From an optimization exercise on the open Yosys and OpenROAD flow, aimed at a short achievable clock period and few clock cycles per item; shortcuts taken in it are not production practice. Only simulation tests tie the RTL to the original design; equivalence was not proved. Power figures rest on the tool's default switching activity, not on a simulated workload.

**config.mk**
```make
export PLATFORM = sky130hd
export DESIGN_NAME = seed_seek_top
export DESIGN_NICKNAME = seed_seek_top
export VERILOG_FILES = /design/flow/design.v
export SDC_FILE = /design/flow/constraint.sdc
export NUM_CORES = 4
export LEC_CHECK = 0
export ABC_CLOCK_PERIOD_IN_PS = 3500
export CAP_MARGIN = 20
export CORE_MARGIN = 2
export CORE_UTILIZATION = 40
export SETUP_SLACK_MARGIN = 4.0
export SLEW_MARGIN = 20
export TNS_END_PERCENT = 10
```
**constraint.sdc**
```tcl
create_clock -name core_clock -period 8.0 [get_ports {clk}]
set_input_delay 1.6000 -clock core_clock [delete_from_list [all_inputs] [get_ports {clk}]]
set_output_delay 1.6000 -clock core_clock [all_outputs]
set_load 0.01 [all_outputs]
```
**design.v**
```verilog
package seed_pkg;
    localparam int READ_LEN    = 16;
    localparam int POS_W       = 5;
    localparam int KLS_W       = 8;
    localparam int OCC_DEPTH   = 64;
    localparam int OCC_AW      = 6;
    localparam int QUEUE_DEPTH = 16;
    localparam int N_ENG       = 12;
    localparam int ENG_W       = $clog2(N_ENG);
    localparam int SEED_DEPTH  = 4;
    localparam int DONE_DEPTH  = 3;
    localparam int ORDER_DEPTH = N_ENG * DONE_DEPTH;
    localparam int SEED_W      = 3*KLS_W + 2*POS_W;
    localparam logic [POS_W-1:0] READ_END = POS_W'(READ_LEN);
endpackage
`timescale 1ns/1ns
module occ_table (
    input  logic                          clk,
    input  logic                          load_valid,
    input  logic [seed_pkg::OCC_AW-1:0]   load_addr,
    input  logic [4*seed_pkg::KLS_W-1:0]  load_row,
    output logic [seed_pkg::OCC_DEPTH*4*seed_pkg::KLS_W-1:0] rows
);
    localparam int RW = 4*seed_pkg::KLS_W;
    always_ff @(posedge clk) begin
        for (int r = 0; r < seed_pkg::OCC_DEPTH; r++) begin
            if (load_valid && load_addr == seed_pkg::OCC_AW'(r)) begin
                rows[r*RW +: RW] <= load_row;
            end
        end
    end
endmodule
`timescale 1ns/1ns
module interval_extend (
    input  logic [4*seed_pkg::KLS_W-1:0]  row_k,      
    input  logic [4*seed_pkg::KLS_W-1:0]  row_e,      
    input  logic [seed_pkg::KLS_W-1:0]    ck,         
    input  logic [seed_pkg::KLS_W-1:0]    ce,         
    input  logic [seed_pkg::KLS_W-1:0]    cc,         
    input  logic [3:1]                    above,      
    input  logic                          sentinel,   
    output logic [seed_pkg::KLS_W-1:0]    k_new,
    output logic [seed_pkg::KLS_W-1:0]    e_new,
    output logic [seed_pkg::KLS_W-1:0]    s_new,
    output logic [seed_pkg::KLS_W-1:0]    l_add
);
    localparam int W = seed_pkg::KLS_W;
    logic [3:1][W-1:0] sb;         
    logic [W-1:0]      x, y, z;    
    logic [W-1:0]      cs_s, cs_c;
    always_comb begin
        for (int b = 1; b < 4; b++) begin
            sb[b] = above[b] ? (row_e[b*W +: W] - row_k[b*W +: W]) : '0;
        end
        x = sb[1];
        y = sb[2];
        z = sb[3];
        cs_s = x ^ y ^ z;
        cs_c = (x & y) | (x & z) | (y & z);
    end
    assign k_new = cc + ck;
    assign e_new = cc + ce;
    assign s_new = ce - ck;
    assign l_add = cs_s + {cs_c[W-2:0], 1'b0} + {{(W-1){1'b0}}, sentinel};
endmodule
`timescale 1ns/1ns
module work_queue #(
    parameter int W = 8,
    parameter int D = 4
) (
    input  logic              clk,
    input  logic              rst,
    input  logic              push,
    input  logic [W-1:0]      din,
    input  logic              pop,
    output logic [D-1:0]      v,
    output logic [W-1:0]      d0,
    output logic [W-1:0]      d1
);
    logic [D-1:0][W-1:0] d;
    always_ff @(posedge clk) begin
        if (rst) begin
            v <= '0;
        end else begin
            for (int n = 0; n < D; n++) begin
                logic v_here, v_next, v_prev;
                v_here = v[n];
                v_next = (n + 1 < D) ? v[n+1 < D ? n+1 : n] : 1'b0;
                v_prev = (n == 0) ? 1'b1 : v[n > 0 ? n-1 : 0];
                if (pop) begin
                    v[n] <= v_next || (push && v_here && !v_next);
                end else begin
                    v[n] <= v_here || (push && v_prev);
                end
            end
        end
    end
    always_ff @(posedge clk) begin
        for (int n = 0; n < D; n++) begin
            logic v_here, v_next, v_prev;
            v_here = v[n];
            v_next = (n + 1 < D) ? v[n+1 < D ? n+1 : n] : 1'b0;
            v_prev = (n == 0) ? 1'b1 : v[n > 0 ? n-1 : 0];
            if (pop) begin
                if (v_next)      d[n] <= d[n+1 < D ? n+1 : n];
                else if (v_here) d[n] <= din;
            end else if (!v_here && v_prev) begin
                d[n] <= din;
            end
        end
    end
    assign d0 = d[0];
    assign d1 = d[D > 1 ? 1 : 0];
endmodule
module ring_queue #(
    parameter int W = 8,
    parameter int D = 4
) (
    input  logic              clk,
    input  logic              rst,
    input  logic              push,
    input  logic [W-1:0]      din,
    input  logic              pop,
    output logic [D-1:0]      v,
    output logic [W-1:0]      d0,
    output logic [W-1:0]      d1
);
    localparam int AW = $clog2(D);
    logic [D-1:0][W-1:0] d;
    logic [AW-1:0]       rp, wp;
    logic [AW:0]         cnt;
    always_ff @(posedge clk) begin
        if (rst) begin
            rp  <= '0;
            wp  <= '0;
            cnt <= '0;
        end else begin
            if (pop)  rp <= rp + 1'b1;
            if (push) wp <= wp + 1'b1;
            cnt <= cnt + (AW+1)'(push) - (AW+1)'(pop);
        end
    end
    always_ff @(posedge clk) begin
        if (!v[D-1]) d[wp] <= din;
    end
    always_comb begin
        for (int n = 0; n < D; n++) v[n] = (cnt > (AW+1)'(n));
    end
    assign d0 = d[rp];
    assign d1 = d[AW'(rp + 1'b1)];
endmodule
`timescale 1ns/1ns
module seed_control (
    input  logic                          clk,
    input  logic                          rst,
    input  logic [seed_pkg::OCC_DEPTH*4*seed_pkg::KLS_W-1:0] rows,
    input  logic [4*seed_pkg::KLS_W-1:0]  c1,
    input  logic [seed_pkg::KLS_W-1:0]    primary,
    input  logic [seed_pkg::KLS_W-1:0]    bwt_len,
    input  logic [seed_pkg::POS_W-1:0]    min_len,
    input  logic [seed_pkg::KLS_W-1:0]    min_intv,
    input  logic                          start,
    input  logic [2*seed_pkg::READ_LEN-1:0] job_read,
    input  logic [seed_pkg::POS_W-1:0]    job_pos,
    output logic                          free,
    output logic                          sq0_v,
    output logic [1:0]                    sq0_tag,
    output logic [seed_pkg::SEED_W-1:0]   sq0_data,
    output logic                          sq1_v,
    output logic [1:0]                    sq1_tag,
    input  logic                          sq_pop,
    output logic                          dq_v,
    output logic [seed_pkg::POS_W-1:0]    dq_np,
    input  logic                          dq_pop
);
    localparam int W  = seed_pkg::KLS_W;
    localparam int PW = seed_pkg::POS_W;
    localparam int AW = seed_pkg::OCC_AW;
    localparam int QD = seed_pkg::QUEUE_DEPTH;
    localparam int SD = seed_pkg::SEED_DEPTH;
    localparam int DD = seed_pkg::DONE_DEPTH;
    localparam int SW = seed_pkg::SEED_W;
    localparam int RL = 2*seed_pkg::READ_LEN;
    localparam int RW = 4*W;
    logic              busy, fwd;
    logic [RL-1:0]     rd;
    logic [PW-1:0]     p, ci, cj, np_q, qw, qr;
    logic [W-1:0]      ck, cs, ce;           
    logic [W-1:0]      cl, dl;               
    logic [1:0]        tag;
    logic [QD-1:0][W-1:0]  itk, itl, its;    
    logic [QD-1:0][PW-1:0] itj;
    logic              av;                   
    logic              afwd;
    logic [PW-1:0]     apos;                 
    logic [AW-1:0]     ak, ae;               
    logic [RW-1:0]     rowk, rowe;
    logic [1:0]        sym, a;
    logic [W-1:0]      cka, cea, cca;
    logic [AW-1:0]     ak_n, ae_n;
    assign rowk = rows[ak*RW +: RW];
    assign rowe = rows[ae*RW +: RW];
    assign sym  = rd[2*apos[3:0] +: 2];
    assign a    = afwd ? ~sym : sym;
    assign cka  = rowk[a*W +: W];
    assign cea  = rowe[a*W +: W];
    assign cca  = c1[a*W +: W];
    assign ak_n = cca[AW-1:0] + cka[AW-1:0];
    assign ae_n = cca[AW-1:0] + cea[AW-1:0];
    logic              bv;
    logic [RW-1:0]     browk, browe;
    logic [W-1:0]      bcka, bcea, bcc;
    logic [3:1]        babove;
    logic              bzero;
    logic [PW-1:0]  jn, ip;
    logic [W-1:0]   xk, xe, xs, xl;
    logic [W-1:0]   ns;
    logic [W:0]     kend;
    logic           sent;
    logic           chg, cont, push, emit, pz;
    logic [PW-1:0]  mlen;
    logic           stall, step;
    logic           has_next;
    logic [PW-1:0]  nidx;
    logic [W-1:0]   ld_k, ld_l, ld_s, ld_e;
    logic [PW-1:0]  ld_j;
    logic           finish;
    logic           sq_full;
    logic [DD-1:0]  dqv;
    assign jn = cj + 1'b1;
    assign ip = ci - 1'b1;
    assign kend = {1'b0, ck} + {1'b0, cs};
    assign sent = (ck <= primary) && ({1'b0, primary} < kend);
    interval_extend u_ext (
        .row_k    (browk),
        .row_e    (browe),
        .ck       (bcka),
        .ce       (bcea),
        .cc       (bcc),
        .above    (babove),
        .sentinel (sent),
        .k_new    (xk),
        .e_new    (xe),
        .s_new    (xs),
        .l_add    (xl)
    );
    assign ns   = bzero ? '0 : xs;
    assign mlen = cj - ci + 1'b1;
    assign chg  = (ns != cs);
    assign cont = (ns > min_intv);
    assign pz   = (p == '0);
    assign push = fwd && chg && (cs != bwt_len) && !pz;
    assign emit = chg && (mlen >= min_len)
               && (!fwd || (pz && cs != bwt_len && cs != '0));
    assign stall = (!fwd || pz) && sq_full;
    assign step  = busy && bv && !stall;
    assign nidx     = fwd ? '0 : qr + 1'b1;
    assign has_next = fwd ? (qw != '0 || push) : (nidx < qw);
    always_comb begin
        if (fwd && qw == '0) begin
            ld_k = cl + dl;
            ld_l = ck;
            ld_s = cs;
            ld_j = cj;
        end else begin
            ld_k = itk[nidx[3:0]];
            ld_l = itl[nidx[3:0]];
            ld_s = its[nidx[3:0]];
            ld_j = itj[nidx[3:0]];
        end
        ld_e = ld_k + ld_s;
    end
    assign finish = step && !cont && !has_next;
    assign free = !busy && !dqv[DD-1];
    always_ff @(posedge clk) begin
        if (rst) begin
            busy <= 1'b0;
            tag  <= '0;
            av   <= 1'b0;
            bv   <= 1'b0;
        end else if (start) begin
            busy <= 1'b1;
            av   <= 1'b1;
            bv   <= 1'b0;
        end else if (!(busy && stall)) begin
            if (finish) begin
                busy <= 1'b0;
                tag  <= tag + 1'b1;
            end
            if (step && !cont) begin
                bv <= 1'b0;
                av <= has_next;
            end else begin
                bv <= av;
            end
        end
    end
    always_ff @(posedge clk) begin
        if (start) begin
            afwd <= 1'b1;
            apos <= job_pos;
            ak   <= '0;
            ae   <= bwt_len[AW-1:0];
        end else if (!(busy && stall)) begin
            if (step && !cont) begin
                afwd <= 1'b0;
                apos <= p - 1'b1;
                ak   <= ld_k[AW-1:0];
                ae   <= ld_e[AW-1:0];
            end else begin
                apos <= afwd ? apos + 1'b1 : apos - 1'b1;
                ak   <= ak_n;
                ae   <= ae_n;
            end
        end
    end
    always_ff @(posedge clk) begin
        if (!(busy && stall)) begin
            browk <= rowk;
            browe <= rowe;
            bcka  <= cka;
            bcea  <= cea;
            bcc   <= cca;
            for (int b = 1; b < 4; b++) babove[b] <= (2'(b) > a);
            bzero <= afwd ? (apos == seed_pkg::READ_END) : (apos == '1);
        end
    end
    always_ff @(posedge clk) begin
        if (start) begin
            fwd <= 1'b1;
            rd  <= job_read;
            p   <= job_pos;
            ci  <= job_pos;
            cj  <= job_pos - 1'b1;
            ck  <= '0;
            cl  <= '0;
            dl  <= '0;
            cs  <= bwt_len;
            ce  <= bwt_len;
            qw  <= '0;
            qr  <= '0;
        end else if (step) begin
            if (fwd && !qw[4]) begin
                itk[qw[3:0]] <= cl + dl;
                itl[qw[3:0]] <= ck;
                its[qw[3:0]] <= cs;
                itj[qw[3:0]] <= cj;
            end
            if (push) qw <= qw + 1'b1;
            if (cont) begin
                ck <= xk;
                cl <= cl + dl;
                dl <= xl;
                cs <= ns;
                ce <= xe;
                if (fwd) cj <= jn;
                else     ci <= ip;
            end else begin
                if (fwd) np_q <= jn;
                fwd <= 1'b0;
                qr  <= nidx;
                ck  <= ld_k;
                cl  <= ld_l;
                dl  <= '0;
                cs  <= ld_s;
                ce  <= ld_e;
                ci  <= p;
                cj  <= ld_j;
            end
        end
    end
    logic [W-1:0]  l_now;
    logic [SW-1:0] sq_new;
    logic [SD-1:0] sv;
    logic [SW+1:0] s_d0, s_d1;
    logic [PW-1:0] d_d0, d_d1;
    assign l_now  = cl + dl;
    assign sq_new = fwd ? {l_now, ck, cs, ci, cj} : {ck, l_now, cs, ci, cj};
    ring_queue #(.W(SW + 2), .D(SD)) u_sq (
        .clk  (clk),
        .rst  (rst),
        .push (step && emit),
        .din  ({tag, sq_new}),
        .pop  (sq_pop),
        .v    (sv),
        .d0   (s_d0),
        .d1   (s_d1)
    );
    work_queue #(.W(PW), .D(DD)) u_dq (
        .clk  (clk),
        .rst  (rst),
        .push (finish),
        .din  (fwd ? jn : np_q),
        .pop  (dq_pop),
        .v    (dqv),
        .d0   (d_d0),
        .d1   (d_d1)
    );
    assign sq_full  = sv[SD-1];
    assign sq0_v    = sv[0];
    assign sq0_tag  = s_d0[SW +: 2];
    assign sq0_data = s_d0[SW-1:0];
    assign sq1_v    = sv[1];
    assign sq1_tag  = s_d1[SW +: 2];
    assign dq_v     = dqv[0];
    assign dq_np    = d_d0;
endmodule
`timescale 1ns/1ns
module seed_seek_top (
    input  logic                          clk,
    input  logic                          rst,
    input  logic                          occ_load_valid,
    input  logic [seed_pkg::OCC_AW-1:0]   occ_load_addr,
    input  logic [4*seed_pkg::KLS_W-1:0]  occ_load_row,
    input  logic                          cfg_valid,
    input  logic [4*seed_pkg::KLS_W-1:0]  cfg_c,
    input  logic [seed_pkg::KLS_W-1:0]    cfg_primary,
    input  logic [seed_pkg::KLS_W-1:0]    cfg_bwt_len,
    input  logic [seed_pkg::POS_W-1:0]    cfg_min_len,
    input  logic [seed_pkg::KLS_W-1:0]    cfg_min_intv,
    input  logic                          job_valid,
    output logic                          job_ready,
    input  logic [2*seed_pkg::READ_LEN-1:0] job_read,
    input  logic [seed_pkg::POS_W-1:0]    job_pos,
    output logic                          seed_valid,
    input  logic                          seed_ready,
    output logic [seed_pkg::KLS_W-1:0]    seed_k,
    output logic [seed_pkg::KLS_W-1:0]    seed_l,
    output logic [seed_pkg::KLS_W-1:0]    seed_s,
    output logic [seed_pkg::POS_W-1:0]    seed_i,
    output logic [seed_pkg::POS_W-1:0]    seed_j,
    output logic [seed_pkg::POS_W-1:0]    next_pos,
    output logic                          done
);
    localparam int N  = seed_pkg::N_ENG;
    localparam int CW = seed_pkg::ENG_W;
    localparam int W  = seed_pkg::KLS_W;
    localparam int PW = seed_pkg::POS_W;
    localparam int SW = seed_pkg::SEED_W;
    logic [4*W-1:0] c1_q;        
    logic [W-1:0]   primary_q;
    logic [W-1:0]   bwt_len_q;
    logic [PW-1:0]  min_len_q;
    logic [W-1:0]   min_intv_q;
    always_ff @(posedge clk) begin
        if (rst) begin
            c1_q       <= '0;
            primary_q  <= '0;
            bwt_len_q  <= '0;
            min_len_q  <= '0;
            min_intv_q <= '0;
        end else if (cfg_valid) begin
            for (int b = 0; b < 4; b++) begin
                c1_q[b*W +: W] <= cfg_c[b*W +: W] + 1'b1;
            end
            primary_q  <= cfg_primary;
            bwt_len_q  <= cfg_bwt_len;
            min_len_q  <= cfg_min_len;
            min_intv_q <= cfg_min_intv;
        end
    end
    logic [seed_pkg::OCC_DEPTH*4*W-1:0] rows;
    occ_table u_occ (
        .clk        (clk),
        .load_valid (occ_load_valid),
        .load_addr  (occ_load_addr),
        .load_row   (occ_load_row),
        .rows       (rows)
    );
    logic [N-1:0]           e_free;
    logic [N-1:0]           e_start;
    logic [N-1:0]           s_sq0_v, s_sq1_v, s_dq_v;
    logic [N-1:0][1:0]      s_sq0_tag, s_sq1_tag;
    logic [N-1:0][SW-1:0]   s_sq0_data;
    logic [N-1:0][PW-1:0]   s_dq_np;
    logic [N-1:0]           s_sq_pop, s_dq_pop;
    for (genvar g = 0; g < N; g++) begin : g_eng
        seed_control u_eng (
            .clk      (clk),
            .rst      (rst),
            .rows     (rows),
            .c1       (c1_q),
            .primary  (primary_q),
            .bwt_len  (bwt_len_q),
            .min_len  (min_len_q),
            .min_intv (min_intv_q),
            .start    (e_start[g]),
            .job_read (job_read),
            .job_pos  (job_pos),
            .free     (e_free[g]),
            .sq0_v    (s_sq0_v[g]),
            .sq0_tag  (s_sq0_tag[g]),
            .sq0_data (s_sq0_data[g]),
            .sq1_v    (s_sq1_v[g]),
            .sq1_tag  (s_sq1_tag[g]),
            .sq_pop   (s_sq_pop[g]),
            .dq_v     (s_dq_v[g]),
            .dq_np    (s_dq_np[g]),
            .dq_pop   (s_dq_pop[g])
        );
    end
    logic [N-1:0]  pick;
    logic [CW-1:0] pick_id;
    logic          accept;
    always_comb begin
        pick    = '0;
        pick_id = '0;
        for (int n = N - 1; n >= 0; n--) begin
            if (e_free[n]) begin
                pick    = '0;
                pick[n] = 1'b1;
                pick_id = CW'(n);
            end
        end
    end
    assign job_ready = |e_free;
    assign accept    = job_valid && job_ready;
    assign e_start   = accept ? pick : '0;
    logic [seed_pkg::ORDER_DEPTH-1:0] h_vv;
    logic          h_v;
    logic [CW-1:0] h, h_d1;
    logic          h_pop;
    logic [N-1:0][1:0] h_tag;       
    work_queue #(.W(CW), .D(seed_pkg::ORDER_DEPTH)) u_order (
        .clk  (clk),
        .rst  (rst),
        .push (accept),
        .din  (pick_id),
        .pop  (h_pop),
        .v    (h_vv),
        .d0   (h),
        .d1   (h_d1)
    );
    assign h_v = h_vv[0];
    logic          o_sv;
    logic          o_dn;
    logic [SW-1:0] o_seed;
    logic [PW-1:0] o_np;
    logic          adv;
    logic          s0, s1, fin;
    logic [1:0]    ht;
    assign ht  = h_tag[h];
    assign s0  = h_v && s_sq0_v[h] && (s_sq0_tag[h] == ht);
    assign s1  = s_sq1_v[h] && (s_sq1_tag[h] == ht);
    assign fin = h_v && s_dq_v[h];
    assign adv   = !o_sv || seed_ready;
    assign h_pop = adv && fin && !(s0 && s1);
    always_comb begin
        s_sq_pop = '0;
        s_dq_pop = '0;
        s_sq_pop[h] = adv && s0;
        s_dq_pop[h] = h_pop;
    end
    always_ff @(posedge clk) begin
        if (rst) begin
            o_sv  <= 1'b0;
            o_dn  <= 1'b0;
            h_tag <= '0;
        end else if (adv) begin
            o_sv <= s0;
            o_dn <= fin && !(s0 && s1);
            if (h_pop) h_tag[h] <= ht + 1'b1;
        end
    end
    always_ff @(posedge clk) begin
        if (adv) begin
            o_seed <= s_sq0_data[h];
            o_np   <= s_dq_np[h];
        end
    end
    assign seed_valid = o_sv;
    assign done       = o_dn && adv;
    assign {seed_k, seed_l, seed_s, seed_i, seed_j} = o_seed;
    assign next_pos   = o_np;
endmodule
```
**run.sh**
```bash
#!/bin/bash
# synth_recipe.tcl (not shown) runs the flow's synth.tcl, then flattens the netlist and writes it again
# the make line also repeats each setting of config.mk as NAME=value (left out here)
make -C /OpenROAD-flow-scripts/flow DESIGN_CONFIG=/design/flow/config.mk WORK_HOME=/design/flow/orfs CLKGATE_MAP_FILE= SYNTH_SCRIPT=/design/flow/synth_recipe.tcl finish
```
==> results by group, run 1 <==
Clock tree
  – TritonCTS sink count: 12.3k
  – CTS Buffer Depth: 6
  – CTS Buf Count: 1463
  – H-tree depth: 7
  – CTS root buffer: clkbuf_16
  – Hold_buf cts: 0

Die
  – Die height: 1600 um
  – Cell Rows: 587
  – Initial Util: 0.400
  – I/O pin total: 184
  – Die width: 1600 um

Logic synthesis
  – Post-Syn Nets: 79.7k
  – Sequential area share after synthesis: 0.353
  – Register bit total from synthesis: 12.3k
  – Synth async-reset ratio: 0
  – Number of synthesized flops with an enable pin: 11.5k
  – Mapped cell area: 1.02 mm^2
  – Post-Syn Instances: 77.7k
  – Ys Warns: 7
  – Synth cell types: 113
  – Top_reg_cell synth: edfxtp_1
  – Syn_area_per_cell: 13.1 um^2

Place
  – GPL Wtd Cong: 1.10
  – Port Buffer Count: 183
  – Hpwl dp: 3750000 um

GRT
  – Largest net degree at the start of global routing: 191
  – GRT Total Usage: 0.462
  – Gr ovfl total: 2

Outcome
  – Stop err: [ERROR GRT-0232] Routing congestion too high. Check the congestion heatmap in the GUI.
  – Halt Stage: global routing
  – Outcome: stopped before the end
## kinds of logic after synthesis
| logic type | synth area share |
|---|---|
| fa+ha+maj | 0.0249 |
| simple gates | 0.0635 |
| flops | 0.353 |
| buf+inv | 0.0502 |
| mux | 0.408 |
| xor+xnor | 0.0120 |
| compound gates | 0.0885 |
## timing repair
item | in CTS
setup endpoints to repair | 5518
resized for setup | 3921
setup buffers | 1753
pin swaps | 891
cloned | 582
## how the worst max path moves through the flow
stage | end | slack (ns)
2_1_floorplan | g_eng[1].u_eng.itj[0] | -3.19
3_3_place_gp | g_eng[11].u_eng.ae[1] | 0.74
4_1_cts | g_eng[9].u_eng.ae[5] | 2.60
3_5_place_dp | g_eng[8].u_eng.ae[5] | 1.19
## power by group through the flow
stage | Combinational (W) | Clock, W | Sequential (W)
4_1_cts | 0.400 | 0.0701 | 0.0902
2_1_floorplan | 0.190 | 0 | 0.0863
3_5_place_dp | 0.342 | 0 | 0.0939
3_3_place_gp | 0.339 | 0 | 0.0939
## cells in the mapped netlist (121+ instances only)
master,instances,area (um^2)
a211oi_1,707,5310
a21o_1,458,3440
a21oi_1,1948,9750
a221o_1,239,2390
a22o_1,1106,9690
a22oi_1,342,2570
a311oi_1,754,6600
a31oi_1,287,1800
a32o_1,273,2730
and2_1,294,1840
and3_1,294,1840
buf_1,1405,5270
buf_2,976,4880
clkbuf_1,9204,34500
dfxtp_1,807,16200
edfxtp_1,11500,344000
fa_1,252,5040
ha_1,1630,20400
inv_1,1564,5870
mux2_2,2065,23300
mux2i_1,1187,11900
mux4_2,16900,381000
nand2_1,9326,35000
nand2b_1,266,1660
nand3_1,1214,6080
nor2_1,2054,7710
nor2b_1,652,4080
nor3_1,477,2390
nor4_1,121,757
o211ai_1,181,1360
o21ai_0,4391,22000
o21bai_1,129,968
o221ai_1,712,6240
o22ai_1,418,2620
o2bb2ai_1,758,6640
or2_2,125,782
xnor2_1,833,7300
xor2_1,556,4870
## layer usage
metal / GRT overflow / global-route usage
met5: 0 / 0.212
met4: 2 / 0.422
met3: 0 / 0.339
met2: 0 / 0.568
met1: 0 / 0.489
## stage by stage
step | std cells | cell area [um^2] | utilization | worst slack (ns)
2_1_floorplan | 77700 | 1020000 | - | -3.19
4_1_cts | 110000 | 1170000 | 0.459 | 2.60
3_3_place_gp | 105000 | 1070000 | 0.419 | 0.736
3_5_place_dp | 105000 | 1070000 | 0.419 | 1.19
Testbench counts, summed over its fixed seeds: cycles 1,056, jobs 596.
==> inputs of run 2 (changes only) <==
--- a/design.v
+++ b/design.v
@@ -5,7 +5,7 @@
     localparam int OCC_DEPTH   = 64;
     localparam int OCC_AW      = 6;
     localparam int QUEUE_DEPTH = 16;
-    localparam int N_ENG       = 12;
+    localparam int N_ENG       = 2;
     localparam int ENG_W       = $clog2(N_ENG);
     localparam int SEED_DEPTH  = 4;
     localparam int DONE_DEPTH  = 3;
@@ -19,13 +19,29 @@
     input  logic                          load_valid,
     input  logic [seed_pkg::OCC_AW-1:0]   load_addr,
     input  logic [4*seed_pkg::KLS_W-1:0]  load_row,
+    input  logic                          cfg_valid,
+    input  logic [4*seed_pkg::KLS_W-1:0]  c1_old,     
+    input  logic [4*seed_pkg::KLS_W-1:0]  c1_new,     
     output logic [seed_pkg::OCC_DEPTH*4*seed_pkg::KLS_W-1:0] rows
 );
-    localparam int RW = 4*seed_pkg::KLS_W;
+    localparam int W  = seed_pkg::KLS_W;
+    localparam int RW = 4*W;
+    logic [4*W-1:0] c1_use;
+    logic [4*W-1:0] c1_delta;
+    always_comb begin
+        for (int b = 0; b < 4; b++) begin
+            c1_use[b*W +: W]   = cfg_valid ? c1_new[b*W +: W] : c1_old[b*W +: W];
+            c1_delta[b*W +: W] = c1_new[b*W +: W] - c1_old[b*W +: W];
+        end
+    end
     always_ff @(posedge clk) begin
         for (int r = 0; r < seed_pkg::OCC_DEPTH; r++) begin
-            if (load_valid && load_addr == seed_pkg::OCC_AW'(r)) begin
-                rows[r*RW +: RW] <= load_row;
+            for (int b = 0; b < 4; b++) begin
+                if (load_valid && load_addr == seed_pkg::OCC_AW'(r)) begin
+                    rows[r*RW + b*W +: W] <= load_row[b*W +: W] + c1_use[b*W +: W];
+                end else if (cfg_valid) begin
+                    rows[r*RW + b*W +: W] <= rows[r*RW + b*W +: W] + c1_delta[b*W +: W];
+                end
             end
         end
     end
@@ -36,7 +52,6 @@
     input  logic [4*seed_pkg::KLS_W-1:0]  row_e,      
     input  logic [seed_pkg::KLS_W-1:0]    ck,         
     input  logic [seed_pkg::KLS_W-1:0]    ce,         
-    input  logic [seed_pkg::KLS_W-1:0]    cc,         
     input  logic [3:1]                    above,      
     input  logic                          sentinel,   
     output logic [seed_pkg::KLS_W-1:0]    k_new,
@@ -58,8 +73,8 @@
         cs_s = x ^ y ^ z;
         cs_c = (x & y) | (x & z) | (y & z);
     end
-    assign k_new = cc + ck;
-    assign e_new = cc + ce;
+    assign k_new = ck;
+    assign e_new = ce;
     assign s_new = ce - ck;
     assign l_add = cs_s + {cs_c[W-2:0], 1'b0} + {{(W-1){1'b0}}, sentinel};
 endmodule
@@ -154,7 +169,6 @@
     input  logic                          clk,
     input  logic                          rst,
     input  logic [seed_pkg::OCC_DEPTH*4*seed_pkg::KLS_W-1:0] rows,
-    input  logic [4*seed_pkg::KLS_W-1:0]  c1,
     input  logic [seed_pkg::KLS_W-1:0]    primary,
     input  logic [seed_pkg::KLS_W-1:0]    bwt_len,
     input  logic [seed_pkg::POS_W-1:0]    min_len,
@@ -162,7 +176,8 @@
     input  logic                          start,
     input  logic [2*seed_pkg::READ_LEN-1:0] job_read,
     input  logic [seed_pkg::POS_W-1:0]    job_pos,
-    output logic                          free,
+    output logic                          free,       
+    output logic                          free_d,     
     output logic                          sq0_v,
     output logic [1:0]                    sq0_tag,
     output logic [seed_pkg::SEED_W-1:0]   sq0_data,
@@ -196,20 +211,16 @@
     logic [AW-1:0]     ak, ae;               
     logic [RW-1:0]     rowk, rowe;
     logic [1:0]        sym, a;
-    logic [W-1:0]      cka, cea, cca;
-    logic [AW-1:0]     ak_n, ae_n;
+    logic [W-1:0]      cka, cea;
     assign rowk = rows[ak*RW +: RW];
     assign rowe = rows[ae*RW +: RW];
     assign sym  = rd[2*apos[3:0] +: 2];
     assign a    = afwd ? ~sym : sym;
     assign cka  = rowk[a*W +: W];
     assign cea  = rowe[a*W +: W];
-    assign cca  = c1[a*W +: W];
-    assign ak_n = cca[AW-1:0] + cka[AW-1:0];
-    assign ae_n = cca[AW-1:0] + cea[AW-1:0];
     logic              bv;
     logic [RW-1:0]     browk, browe;
-    logic [W-1:0]      bcka, bcea, bcc;
+    logic [W-1:0]      bcka, bcea;
     logic [3:1]        babove;
     logic              bzero;
     logic [PW-1:0]  jn, ip;
@@ -236,7 +247,6 @@
         .row_e    (browe),
         .ck       (bcka),
         .ce       (bcea),
-        .cc       (bcc),
         .above    (babove),
         .sentinel (sent),
         .k_new    (xk),
@@ -271,7 +281,14 @@
         ld_e = ld_k + ld_s;
     end
     assign finish = step && !cont && !has_next;
-    assign free = !busy && !dqv[DD-1];
+    logic dq_full_n;
+    assign dq_full_n = dqv[DD-1] ? !(dq_pop && !finish)
+                                 : (dqv[DD-2] && finish && !dq_pop);
+    assign free_d    = !(start || (busy && !finish)) && !dq_full_n;
+    always_ff @(posedge clk) begin
+        if (rst) free <= 1'b1;
+        else     free <= free_d;
+    end
     always_ff @(posedge clk) begin
         if (rst) begin
             busy <= 1'b0;
@@ -309,8 +326,8 @@
                 ae   <= ld_e[AW-1:0];
             end else begin
                 apos <= afwd ? apos + 1'b1 : apos - 1'b1;
-                ak   <= ak_n;
-                ae   <= ae_n;
+                ak   <= cka[AW-1:0];
+                ae   <= cea[AW-1:0];
             end
         end
     end
@@ -320,7 +337,6 @@
             browe <= rowe;
             bcka  <= cka;
             bcea  <= cea;
-            bcc   <= cca;
             for (int b = 1; b < 4; b++) babove[b] <= (2'(b) > a);
             bzero <= afwd ? (apos == seed_pkg::READ_END) : (apos == '1);
         end
@@ -438,6 +454,7 @@
     localparam int PW = seed_pkg::POS_W;
     localparam int SW = seed_pkg::SEED_W;
     logic [4*W-1:0] c1_q;        
+    logic [4*W-1:0] c1_in;
     logic [W-1:0]   primary_q;
     logic [W-1:0]   bwt_len_q;
     logic [PW-1:0]  min_len_q;
@@ -450,24 +467,29 @@
             min_len_q  <= '0;
             min_intv_q <= '0;
         end else if (cfg_valid) begin
-            for (int b = 0; b < 4; b++) begin
-                c1_q[b*W +: W] <= cfg_c[b*W +: W] + 1'b1;
-            end
+            c1_q       <= c1_in;
             primary_q  <= cfg_primary;
             bwt_len_q  <= cfg_bwt_len;
             min_len_q  <= cfg_min_len;
             min_intv_q <= cfg_min_intv;
         end
     end
-    logic [seed_pkg::OCC_DEPTH*4*W-1:0] rows;
+    always_comb begin
+        for (int b = 0; b < 4; b++) c1_in[b*W +: W] = cfg_c[b*W +: W] + 1'b1;
+    end
+    logic [seed_pkg::OCC_DEPTH*4*W-1:0] vrows;
     occ_table u_occ (
         .clk        (clk),
         .load_valid (occ_load_valid),
         .load_addr  (occ_load_addr),
         .load_row   (occ_load_row),
-        .rows       (rows)
+        .cfg_valid  (cfg_valid && !rst),
+        .c1_old     (c1_q),
+        .c1_new     (c1_in),
+        .rows       (vrows)
     );
     logic [N-1:0]           e_free;
+    logic [N-1:0]           e_free_d;
     logic [N-1:0]           e_start;
     logic [N-1:0]           s_sq0_v, s_sq1_v, s_dq_v;
     logic [N-1:0][1:0]      s_sq0_tag, s_sq1_tag;
@@ -478,8 +500,7 @@
         seed_control u_eng (
             .clk      (clk),
             .rst      (rst),
-            .rows     (rows),
-            .c1       (c1_q),
+            .rows     (vrows),
             .primary  (primary_q),
             .bwt_len  (bwt_len_q),
             .min_len  (min_len_q),
@@ -488,6 +509,7 @@
             .job_read (job_read),
             .job_pos  (job_pos),
             .free     (e_free[g]),
+            .free_d   (e_free_d[g]),
             .sq0_v    (s_sq0_v[g]),
             .sq0_tag  (s_sq0_tag[g]),
             .sq0_data (s_sq0_data[g]),
@@ -513,7 +535,12 @@
             end
         end
     end
-    assign job_ready = |e_free;
+    logic jr_q;
+    always_ff @(posedge clk) begin
+        if (rst) jr_q <= 1'b1;
+        else     jr_q <= |e_free_d;
+    end
+    assign job_ready = jr_q;
     assign accept    = job_valid && job_ready;
     assign e_start   = accept ? pick : '0;
     logic [seed_pkg::ORDER_DEPTH-1:0] h_vv;
@@ -532,40 +559,65 @@
         .d1   (h_d1)
     );
     assign h_v = h_vv[0];
+    logic [N-1:0]  hot;
+    logic [N-1:0]  s0e, s1e;
     logic          o_sv;
     logic          o_dn;
     logic [SW-1:0] o_seed;
     logic [PW-1:0] o_np;
     logic          adv;
     logic          s0, s1, fin;
-    logic [1:0]    ht;
-    assign ht  = h_tag[h];
-    assign s0  = h_v && s_sq0_v[h] && (s_sq0_tag[h] == ht);
-    assign s1  = s_sq1_v[h] && (s_sq1_tag[h] == ht);
-    assign fin = h_v && s_dq_v[h];
+    logic [SW-1:0] h_data;
+    logic [PW-1:0] h_np;
+    always_comb begin
+        for (int n = 0; n < N; n++) begin
+            s0e[n] = s_sq0_v[n] && (s_sq0_tag[n] == h_tag[n]);
+            s1e[n] = s_sq1_v[n] && (s_sq1_tag[n] == h_tag[n]);
+        end
+        s0     = |(hot & s0e);
+        s1     = |(hot & s1e);
+        fin    = |(hot & s_dq_v);
+        h_data = '0;
+        h_np   = '0;
+        for (int n = 0; n < N; n++) begin
+            h_data = h_data | (hot[n] ? s_sq0_data[n] : '0);
+            h_np   = h_np   | (hot[n] ? s_dq_np[n]    : '0);
+        end
+    end
     assign adv   = !o_sv || seed_ready;
     assign h_pop = adv && fin && !(s0 && s1);
-    always_comb begin
-        s_sq_pop = '0;
-        s_dq_pop = '0;
-        s_sq_pop[h] = adv && s0;
-        s_dq_pop[h] = h_pop;
+    assign s_sq_pop = (adv && s0) ? hot : '0;
+    assign s_dq_pop = h_pop ? hot : '0;
+    always_ff @(posedge clk) begin
+        if (rst) begin
+            hot <= '0;
+        end else if (h_pop) begin
+            if (h_vv[1])     hot <= N'(1) << h_d1;
+            else if (accept) hot <= pick;
+            else             hot <= '0;
+        end else if (!h_v) begin
+            hot <= accept ? pick : '0;
+        end
     end
     always_ff @(posedge clk) begin
         if (rst) begin
             o_sv  <= 1'b0;
             o_dn  <= 1'b0;
             h_tag <= '0;
-        end else if (adv) begin
-            o_sv <= s0;
-            o_dn <= fin && !(s0 && s1);
-            if (h_pop) h_tag[h] <= ht + 1'b1;
+        end else begin
+            if (adv) begin
+                o_sv <= s0;
+                o_dn <= fin && !(s0 && s1);
+            end
+            for (int n = 0; n < N; n++) begin
+                if (s_dq_pop[n]) h_tag[n] <= h_tag[n] + 1'b1;
+            end
         end
     end
     always_ff @(posedge clk) begin
         if (adv) begin
-            o_seed <= s_sq0_data[h];
-            o_np   <= s_dq_np[h];
+            o_seed <= h_data;
+            o_np   <= h_np;
         end
     end
     assign seed_valid = o_sv;
--- a/config.mk
+++ b/config.mk
@@ -8,7 +8,8 @@
 export ABC_CLOCK_PERIOD_IN_PS = 3500
 export CAP_MARGIN = 20
 export CORE_MARGIN = 2
-export CORE_UTILIZATION = 40
+export CORE_UTILIZATION = 35
+export PLACE_DENSITY = 0.5
 export SETUP_SLACK_MARGIN = 4.0
 export SLEW_MARGIN = 20
 export TNS_END_PERCENT = 10
==> results by group, run 2 <==
Logic synthesis
  – Top_reg_cell synth: edfxtp_1 (unchanged)
  – Post-Syn Instances: 26.3k (was 77.7k)
  – Yosys top cell by area: edfxtp_1 (was mux4_2)
  – Most frequent cell after synthesis: edfxtp_1 (was mux4_2)
  – Number of synthesized flops with an enable pin: 3616 (was 11.5k)
  – Mapped cell area: 0.306 mm^2 (was 1.02 mm^2)
  – Register bit total from synthesis: 3808 (was 12.3k)
  – Synth async-reset ratio: 0 (unchanged)
  – Syn_area_per_cell: 11.6 um^2 (was 13.1 um^2)
  – Synth cell types: 82 (was 113)
  – Synth area leaders: edfxtp_1, mux4_2, ha_1 (was mux4_2, edfxtp_1, nand2_1)
  – Post-synth top area share: 0.355 (was 0.373)
  – Post-Syn Nets: 28.8k (was 79.7k)
  – Sequential area share after synthesis: 0.368 (was 0.353)
  – Top cells by count, synth: edfxtp_1, nand2_1, mux4_2 (was mux4_2, edfxtp_1, nand2_1)
  – Ys Warns: 7 (unchanged)

Critical path
  – Critical path class: reg -> reg
  – Reg2reg path depth: 22
  – Launching element type of the critical path: flip-flop
  – CP max stage cell: xor3_2
  – CP Capture Type: flip-flop
  – Crit-path max FO: 2
  – Worst Path Arrival: 6.06 ns
  – Req. time, crit path: 9.07 ns
  – Critical Path Max Stage Delay: 0.52 ns
  – Most used cell, CP: a21o_1
  – Worst path cell trace: ha_2, fa_2, inv_1, ha_1, a21o_1, a21o_1, a21o_1, a21o_1, a21o_1, a21o_1, a21oi_1, o31a_1, ha_2, a21o_1, a21oi_2, nor2b_1, o21a_1, o41a_1, xnor2_1, xnor2_1, xor3_2, o31ai_1

Die
  – Initial Util: 0.351 (was 0.400)
  – Core area: 0.872 mm^2
  – Die width: 939 um (was 1600 um)
  – I/O pin total: 184 (unchanged)
  – DIE AREA: 0.881 mm^2
  – Cell Rows: 343 (was 587)
  – Die height: 939 um (was 1600 um)

Place
  – Dpl cells: 36.8k (was 105k)
  – Hpwl dp: 878000 um (was 3750000 um)
  – GPL Wtd Cong: 0.976 (was 1.10)
  – Port Buffer Count: 183 (unchanged)

Finish
  – Share of cells above drive strength 1: 0.239
  – FF/Latch Area: 0.113 mm^2
  – Max FFs per register: 2048
  – Final nets: 28.8k
  – Most frequent cells in the layout: edfxtp_1, nand2_1, mux4_2
  – Reg with most FFs: u_occ.rows
  – Non-Filler Instances: 38.3k
  – Biggest regs: u_occ.rows (2048), g_eng.u_eng.u_sq.d (288)
  – Final-layout fill cell count: 81.9k
  – Area Growth Syn to Fin: 14.8%
  – Leading cell type in the layout, fill and taps excluded: edfxtp_1
  – Area of the multi-input gates: 0.187 mm^2

Clock tree
  – TritonCTS sink count: 3808 (was 12.3k)
  – H-tree depth: 5 (was 7)
  – CTS Buf Count: 479 (was 1463)
  – CTS tree: yes
  – CTS clock-pin slew for the worst setup and hold paths: 0.06 ns
  – Clock Latency Late Sink: 1.17 ns
  – CTS root buffer: clkbuf_16 (unchanged)
  – CTS Buffer Depth: 4 (was 6)

Drt
  – DR pass1 iterations: 8
  – First DRT Iteration DRCs: 29.1k
  – DR WL/cell: 34.5 um
  – DRC: 0
  – Vias per cell: 6.19
  – Via count: 237k
  – Final WL: 1320000 um
  – Routed Antenna Nets: 0

Pwr
  – Overall power after layout: 0.168 W
  – Internal power: 0.0909 W
  – Sequential power share: 0.220
  – Power Dens Cells: 480 mW/mm^2
  – Logic pwr share: 0.642
  – Clock share of power: 0.138
  – Max VDD drop: 581 uV
  – Sw frac: 0.460
  – Leak Pwr: 129 nW
  – Sw power: 0.0776 W

Outcome
  – Outcome: timing/DRC/antenna clean (was stopped before the end)

STA
  – Fin crit share: 0.624
  – Peak Freq: 200 MHz
  – RSZ-0062 raised after global routing: true
  – Slew headroom: 0.189
  – Final count of hold timing violations: 0
  – Final Max Tran Viols: 0
  – Setup violations, final: 0
  – Slew at the pin closest to its max-slew limit: 1.22 ns
  – Final worst clock skew: 0.152 ns
  – Tmin final: 4.99 ns

GRT
  – First-pass GRT wire length: 1820000 um
  – GRT Total Usage: 0.288
  – Initial antenna violation count: 133
  – Vias in the first global route: 228k
  – Largest net degree at the start of global routing: 146
  – Gr ovfl total: 0

Hold path
  – Hold Crit Depth: 2
  – Worst hold path class: reg -> reg

Job
  – Max Cap Viol: 0
run 2: cell types whose count changed after synthesis, moves of 1035 or more:
cell,before,now
mux4_2,16909,2881
edfxtp_1,11471,3616
clkbuf_1,9204,1384
nand2_1,9326,3339
o21ai_0,4391,2130
mux2_2,2065,784
buf_1,1405,176
nand3_1,1214,159
a22o_1,1106,71
run 2: what timing repair did:
item | CTS | global route
hold endpoints to repair | 0 | 0
gates resized for setup | 937 | 114
setup buffers | 334 | 53
hold buffers | 0 | 0
setup endpoints to repair | 3848 | 3400
pin swaps | 183 | 38
cloned | 120 | 18
run 2: final cells by class:
cell class / count / area share
diodes: 52 / 0.000371
inverters: 874 / 0.00953
repair buffers: 1308 / 0.0492
flip-flops and latches: 3808 / 0.320
multi-input cells: 19800 / 0.533
clock inverters: 311 / 0.00978
well taps: 11600 / 0.0412
repair inverters: 2 / 0.0000499
clock buffers: 584 / 0.0360
run 2: critical path: cells and delay by family, from the launching register on:
kind            cells  cell delay, ns
compound gates     13            2.23
simple gates        1            0.12
flops               1            0.41
fa+ha+maj           4            1.25
buf+inv             1            0.04
xor+xnor            3            0.86
run 2: kinds of logic after synthesis:
| kind of cell | synth area share |
|---|---|
| DFF | 0.368 |
| xor gates and xnor gates | 0.0592 |
| muxes | 0.248 |
| AOI/OAI and AO/OA | 0.115 |
| buffers and inverters | 0.0352 |
| adders and majority gates | 0.105 |
| and+or+nand+nor | 0.0702 |
run 2: metrics by stage:
| step | worst slack, ns | util | setup TNS [ns] | hold WS (ns) | cell area [um^2] |
|---|---|---|---|---|---|
| 6_report | 3.01 | 0.403 | 0 | 0.464 | 351000 |
| 5_1_grt | 2.83 | 0.403 | 0 | 0.489 | 351000 |
| 4_1_cts | 3.11 | 0.401 | 0 | 0.465 | 349000 |
| 3_5_place_dp | 1.47 | 0.370 | 0 | 0.457 | 322000 |
| 3_3_place_gp | 1.44 | 0.370 | 0 | 0.452 | 322000 |
| 2_1_floorplan | -3.11 | - | -2886.54 | 0.436 | 306000 |
run 2: power by group through the flow:
| stage | clock [W] | combinational, W | sequential [W] |
|---|---|---|---|
| 6_report | 0.0232 | 0.108 | 0.0371 |
| 5_1_grt | 0.0241 | 0.114 | 0.0376 |
| 4_1_cts | 0.0234 | 0.104 | 0.0370 |
| 3_5_place_dp | 0 | 0.0958 | 0.0375 |
| 3_3_place_gp | 0 | 0.0945 | 0.0372 |
| 2_1_floorplan | 0 | 0.0646 | 0.0341 |
run 2: final timing paths:
check	startpoint	slack, ns	end
worst max-delay path	g_eng[0].u_eng.cs[0]	3.01	g_eng[0].u_eng.dl[7]
worst max register to register	g_eng[0].u_eng.cs[0]	3.01	g_eng[0].u_eng.dl[7]
worst min register to register	g_eng[0].u_eng.cl[5]	0.46	g_eng[0].u_eng.cl[5]
worst min-delay path	g_eng[0].u_eng.cl[5]	0.46	g_eng[0].u_eng.cl[5]
run 2: layer usage:
layer	global-route usage	share of wire
met5	0.00188	0.00057
met4	0.145	0.063
met3	0.0885	0.11
met2	0.450	0.45
met1	0.362	0.38
Testbench counts of run 2, summed over its fixed seeds: cycles 4,187, jobs 596.
==> inputs of run 3 (changes only) <==
--- a/design.v
+++ b/design.v
@@ -5,7 +5,7 @@
     localparam int OCC_DEPTH   = 64;
     localparam int OCC_AW      = 6;
     localparam int QUEUE_DEPTH = 16;
-    localparam int N_ENG       = 2;
+    localparam int N_ENG       = 3;
     localparam int ENG_W       = $clog2(N_ENG);
     localparam int SEED_DEPTH  = 4;
     localparam int DONE_DEPTH  = 3;
==> results by group, run 3 <==
Die
  – Core area: 1.09 mm^2 (was 0.872 mm^2)
  – DIE AREA: 1.10 mm^2 (was 0.881 mm^2)
  – I/O pin total: 184 (unchanged)
  – Initial Util: 0.351 (about the same)
  – Die height: 1050 um (was 939 um)
  – Cell Rows: 384 (was 343)
  – Die width: 1050 um (was 939 um)

GRT
  – Gr ovfl total: 0 (unchanged)
  – GR Util met1: 0.389 (was 0.362)
  – GRT Total Usage: 0.316 (was 0.288)
  – Busiest metal layer after global routing: met2 (unchanged)
  – Grt met2 use: 0.462 (was 0.450)
  – First-pass GRT wire length: 2450000 um (was 1820000 um)
  – Initial antenna violation count: 205 (was 133)
  – Vias in the first global route: 293k (was 228k)
  – Grt met3 use: 0.133 (was 0.0885)
  – Largest net degree at the start of global routing: 202 (was 146)

Pwr
  – Max VDD drop: 1060 uV (was 581 uV)
  – Sequential power share: 0.198 (was 0.220)
  – Sw power: 0.110 W (was 0.0776 W)
  – Leak Pwr: 164 nW (was 129 nW)
  – Internal power: 0.118 W (was 0.0909 W)
  – Power Dens Cells: 505 mW/mm^2 (was 480 mW/mm^2)
  – Sw frac: 0.482 (was 0.460)
  – Clock share of power: 0.127 (was 0.138)
  – Logic pwr share: 0.675 (was 0.642)

Critical path
  – Crit-path max FO: 2 (unchanged)
  – Reg2reg start: g_eng[2].u_eng.cs[0] (was g_eng[0].u_eng.cs[0])
  – Reg2Reg Setup Slack: 2.87 ns (was 3.01 ns)
  – Critical path class: reg -> reg (unchanged)
  – CP Capture Type: flip-flop (unchanged)
  – Reg2reg path depth: 22 (unchanged)
  – Req. time, crit path: 9.02 ns (was 9.07 ns)
  – Launching element type of the critical path: flip-flop (unchanged)
  – R2r endpoint: g_eng[2].u_eng.dl[7] (was g_eng[0].u_eng.dl[7])
  – Worst Path Arrival: 6.15 ns (was 6.06 ns)

Clock tree
  – CTS root buffer: clkbuf_16 (unchanged)
  – CTS Buffer Depth: 5 (was 4)
  – CTS tree: yes (unchanged)
  – Hold_buf cts: 0 (unchanged)
  – Clock Latency Late Sink: 1.15 ns (was 1.17 ns)
  – CTS Buf Count: 619 (was 479)
  – CTS clock-pin slew for the worst setup and hold paths: 0.06 ns (about the same)
  – H-tree depth: 6 (was 5)
  – TritonCTS sink count: 4645 (was 3808)

Drt
  – Final WL: 1820000 um (was 1320000 um)
  – DRC: 0 (unchanged)
  – First DRT Iteration DRCs: 45.5k (was 29.1k)
  – Vias per cell: 6.56 (was 6.19)
  – Via count: 313k (was 237k)
  – DR WL/cell: 38.3 um (was 34.5 um)
  – Routed Antenna Nets: 0 (unchanged)
  – DR pass1 iterations: 7 (was 8)

Hold path
  – Hold Crit Depth: 2 (unchanged)
  – Min-delay src: g_eng[0].u_eng.qr[4] (was g_eng[0].u_eng.cl[5])
  – Worst Hold Path EP: g_eng[0].u_eng.qr[4] (was g_eng[0].u_eng.cl[5])
  – Worst hold path class: reg -> reg (unchanged)

STA
  – Tmin final: 5.13 ns (was 4.99 ns)
  – RSZ-0062 raised after global routing: true (unchanged)
  – Final worst clock skew: 0.116 ns (was 0.152 ns)
  – Fin crit share: 0.641 (was 0.624)
  – Final Max Tran Viols: 0 (unchanged)
  – Peak Freq: 195 MHz (was 200 MHz)
  – Slew headroom: 0.153 (was 0.189)
  – Setup violations, final: 0 (unchanged)
  – Slew at the pin closest to its max-slew limit: 1.26 ns (was 1.22 ns)
  – Final count of hold timing violations: 0 (unchanged)

Logic synthesis
  – Top cells by count, synth: edfxtp_1, mux4_2, nand2_1 (was edfxtp_1, nand2_1, mux4_2)
  – Syn_area_per_cell: 11.9 um^2 (was 11.6 um^2)
  – Synth cell types: 91 (was 82)
  – Number of synthesized flops with an enable pin: 4389 (was 3616)
  – Post-synth top area share: 0.344 (was 0.355)
  – Top_reg_cell synth: edfxtp_1 (unchanged)
  – Post-Syn Nets: 34.7k (was 28.8k)
  – Synth area leaders: edfxtp_1, mux4_2, ha_1 (unchanged)
  – Register bit total from synthesis: 4645 (was 3808)
  – Most frequent cell after synthesis: edfxtp_1 (unchanged)
  – Sequential area share after synthesis: 0.358 (was 0.368)
  – Ys Warns: 7 (unchanged)
  – Synth async-reset ratio: 0 (unchanged)
  – Yosys top cell by area: edfxtp_1 (unchanged)
  – Post-Syn Instances: 32.1k (was 26.3k)
  – Mapped cell area: 0.383 mm^2 (was 0.306 mm^2)

Place
  – Placed cell areas: 0.404 mm^2 (was 0.322 mm^2)
  – GPL Wtd Cong: 1.01 (was 0.976)
  – Port Buffer Count: 183 (unchanged)
  – Hpwl dp: 1210000 um (was 878000 um)

Finish
  – Share of cells above drive strength 1: 0.298 (was 0.239)
  – Most frequent cells in the layout: edfxtp_1, mux4_2, nand2_1 (was edfxtp_1, nand2_1, mux4_2)
  – Final-layout fill cell count: 102k (was 81.9k)
  – Max FFs per register: 2048 (unchanged)
  – Leading cell type in the layout, fill and taps excluded: edfxtp_1 (unchanged)
  – Biggest regs: u_occ.rows (2048), g_eng.u_eng.u_sq.d (432) (was u_occ.rows (2048), g_eng.u_eng.u_sq.d (288))
  – Reg with most FFs: u_occ.rows (unchanged)
  – Final nets: 35.2k (was 28.8k)
  – Layout Utilization: 0.412 (was 0.403)
  – Finished Cell Area: 0.450 mm^2 (was 0.351 mm^2)
  – Area Growth Syn to Fin: 17.6% (was 14.8%)

Job
  – Max Cap Viol: 0 (unchanged)

Outcome
  – Outcome: timing/DRC/antenna clean (unchanged)
[run 3: final cells by class]
cell class / instances / area [um^2] / area share
tap: 14500 / 18100 / 0.0402
inverter: 1021 / 3950 / 0.00877
clock buffer: 771 / 16500 / 0.0366
sequential: 4645 / 137000 / 0.305
antenna: 123 / 308 / 0.000684
multi-input combinational: 24000 / 241000 / 0.536
clock inverter: 328 / 3420 / 0.00759
timing repair buffer: 2304 / 29500 / 0.0655
[run 3: timing repair]
item | in CTS | in global routing
resized for setup | 1946 | 555
cloned | 161 | 56
pin swaps | 570 | 337
endpoints found under the hold margin | 0 | 0
endpoints found under the setup margin | 4130 | 3560
buffers inserted | 718 | 295
[run 3: power by group through the flow]
stage | Combinational, W | Clock [W] | Sequential [W]
floorplan | 0.0821 | 0 | 0.0399
global placement | 0.126 | 0 | 0.0449
global route | 0.157 | 0.0299 | 0.0452
detailed placement | 0.128 | 0 | 0.0452
CTS | 0.141 | 0.0291 | 0.0446
finish | 0.153 | 0.0289 | 0.0449
[run 3: metrics by stage]
step	hold WS, ns	TNS (ns)	power [W]	worst slack (ns)	cells
after floorplan	0.436	-2814.35	0.122	-2.93	32100
after CTS	0.470	0	0.215	2.97	47100
after global placement	0.452	0	0.171	1.09	45200
after detailed placement	0.462	0	0.173	1.16	45200
after global routing	0.489	0	0.232	2.70	47500
final	0.467	0	0.227	2.87	47600
[run 3: kinds of logic after synthesis]
logic type / Yosys count / synth area share
AO/OA/AOI/OAI: 7066 / 0.110
XOR/XNOR: 2176 / 0.0500
adder cells (fa/ha/maj): 2527 / 0.0889
buffers and inverters: 3482 / 0.0357
flip-flops: 4645 / 0.358
multiplexers: 5466 / 0.287
AND/OR/NAND/NOR: 6713 / 0.0707
[run 3: worst max-delay path, stage by stage (launching register included)]
cell and delay, ns:
edfxtp_1 0.43, buf_12 0.16, ha_4 0.16, fa_2 0.39, a21o_1 0.17, a21oi_2 0.15
o21bai_1 0.10, a21oi_2 0.19, xor2_1 0.10, ha_1 0.28, a21o_1 0.13, a21oi_2 0.06
o31a_1 0.27, ha_4 0.20, a21o_1 0.17, a21oi_2 0.14, nor2b_1 0.06, o21a_1 0.21
o41ai_4 0.57, xnor2_1 0.17, xnor2_1 0.20, xnor3_2 0.46, o31ai_2 0.24
[run 3: worst max-delay path by stage]
stage	startpoint	endpoint	slack, ns	cells after the start
floorplan	g_eng[2].u_eng.u_sq.cnt[2]	g_eng[2].u_eng.itj[0]	-2.93	8
global placement	cfg_c[16]	u_occ.rows[1111]	1.09	16
detailed placement	cfg_c[16]	u_occ.rows[1335]	1.16	16
CTS	g_eng[2].u_eng.cs[0]	g_eng[2].u_eng.dl[7]	2.97	23
global route	g_eng[2].u_eng.cs[0]	g_eng[2].u_eng.dl[7]	2.70	22
finish	g_eng[2].u_eng.cs[0]	g_eng[2].u_eng.dl[7]	2.87	22
[run 3: layer usage]
metal | vias up | share of wire | routed length, um
li1 | 126000 | - | -
met1 | 159000 | 0.36 | 650000
met2 | 22300 | 0.42 | 773000
met3 | 4914 | 0.14 | 264000
met4 | 158 | 0.073 | 133000
met5 | - | 0.0013 | 2370
Testbench counts of run 3, summed over its fixed seeds: cycles 2,843, jobs 596.

re-timing with driven ports:
Ports are ideal in the flow. The routed layouts listed here were re-timed in OpenROAD. Step 1 (the two cells are an assumption about what drives the block):
set clk [get_ports {clk}]
set_driving_cell -lib_cell sky130_fd_sc_hd__clkbuf_16 $clk
set_driving_cell -lib_cell sky130_fd_sc_hd__buf_2 [delete_from_list [all_inputs] $clk]
Step 2 moves the port delays by t, midway between the first and last clock arrival at a register: inputs arrive t later, outputs are due t later. That takes back most of the time a late clock gives input paths. Three values: ideal ports, drivers, drivers and shift; two values: the first two.
run	t (ns)	setup slack, ns	worst setup path after step 2	slew at the worst register clock pin (ns)	pins driven straight from the clock port
run 2	1.247	3.010 / 3.010 / 2.110	input to register	0.07 / 0.07	1
run 3	1.245	2.870 / 2.870 / 1.962	input to register	0.07 / 0.07	1
After both steps setup and hold are still met in every run listed. The setup slack of run 3, which loses most, moves by 0.000 ns with the drivers and by -0.908 ns with both steps.
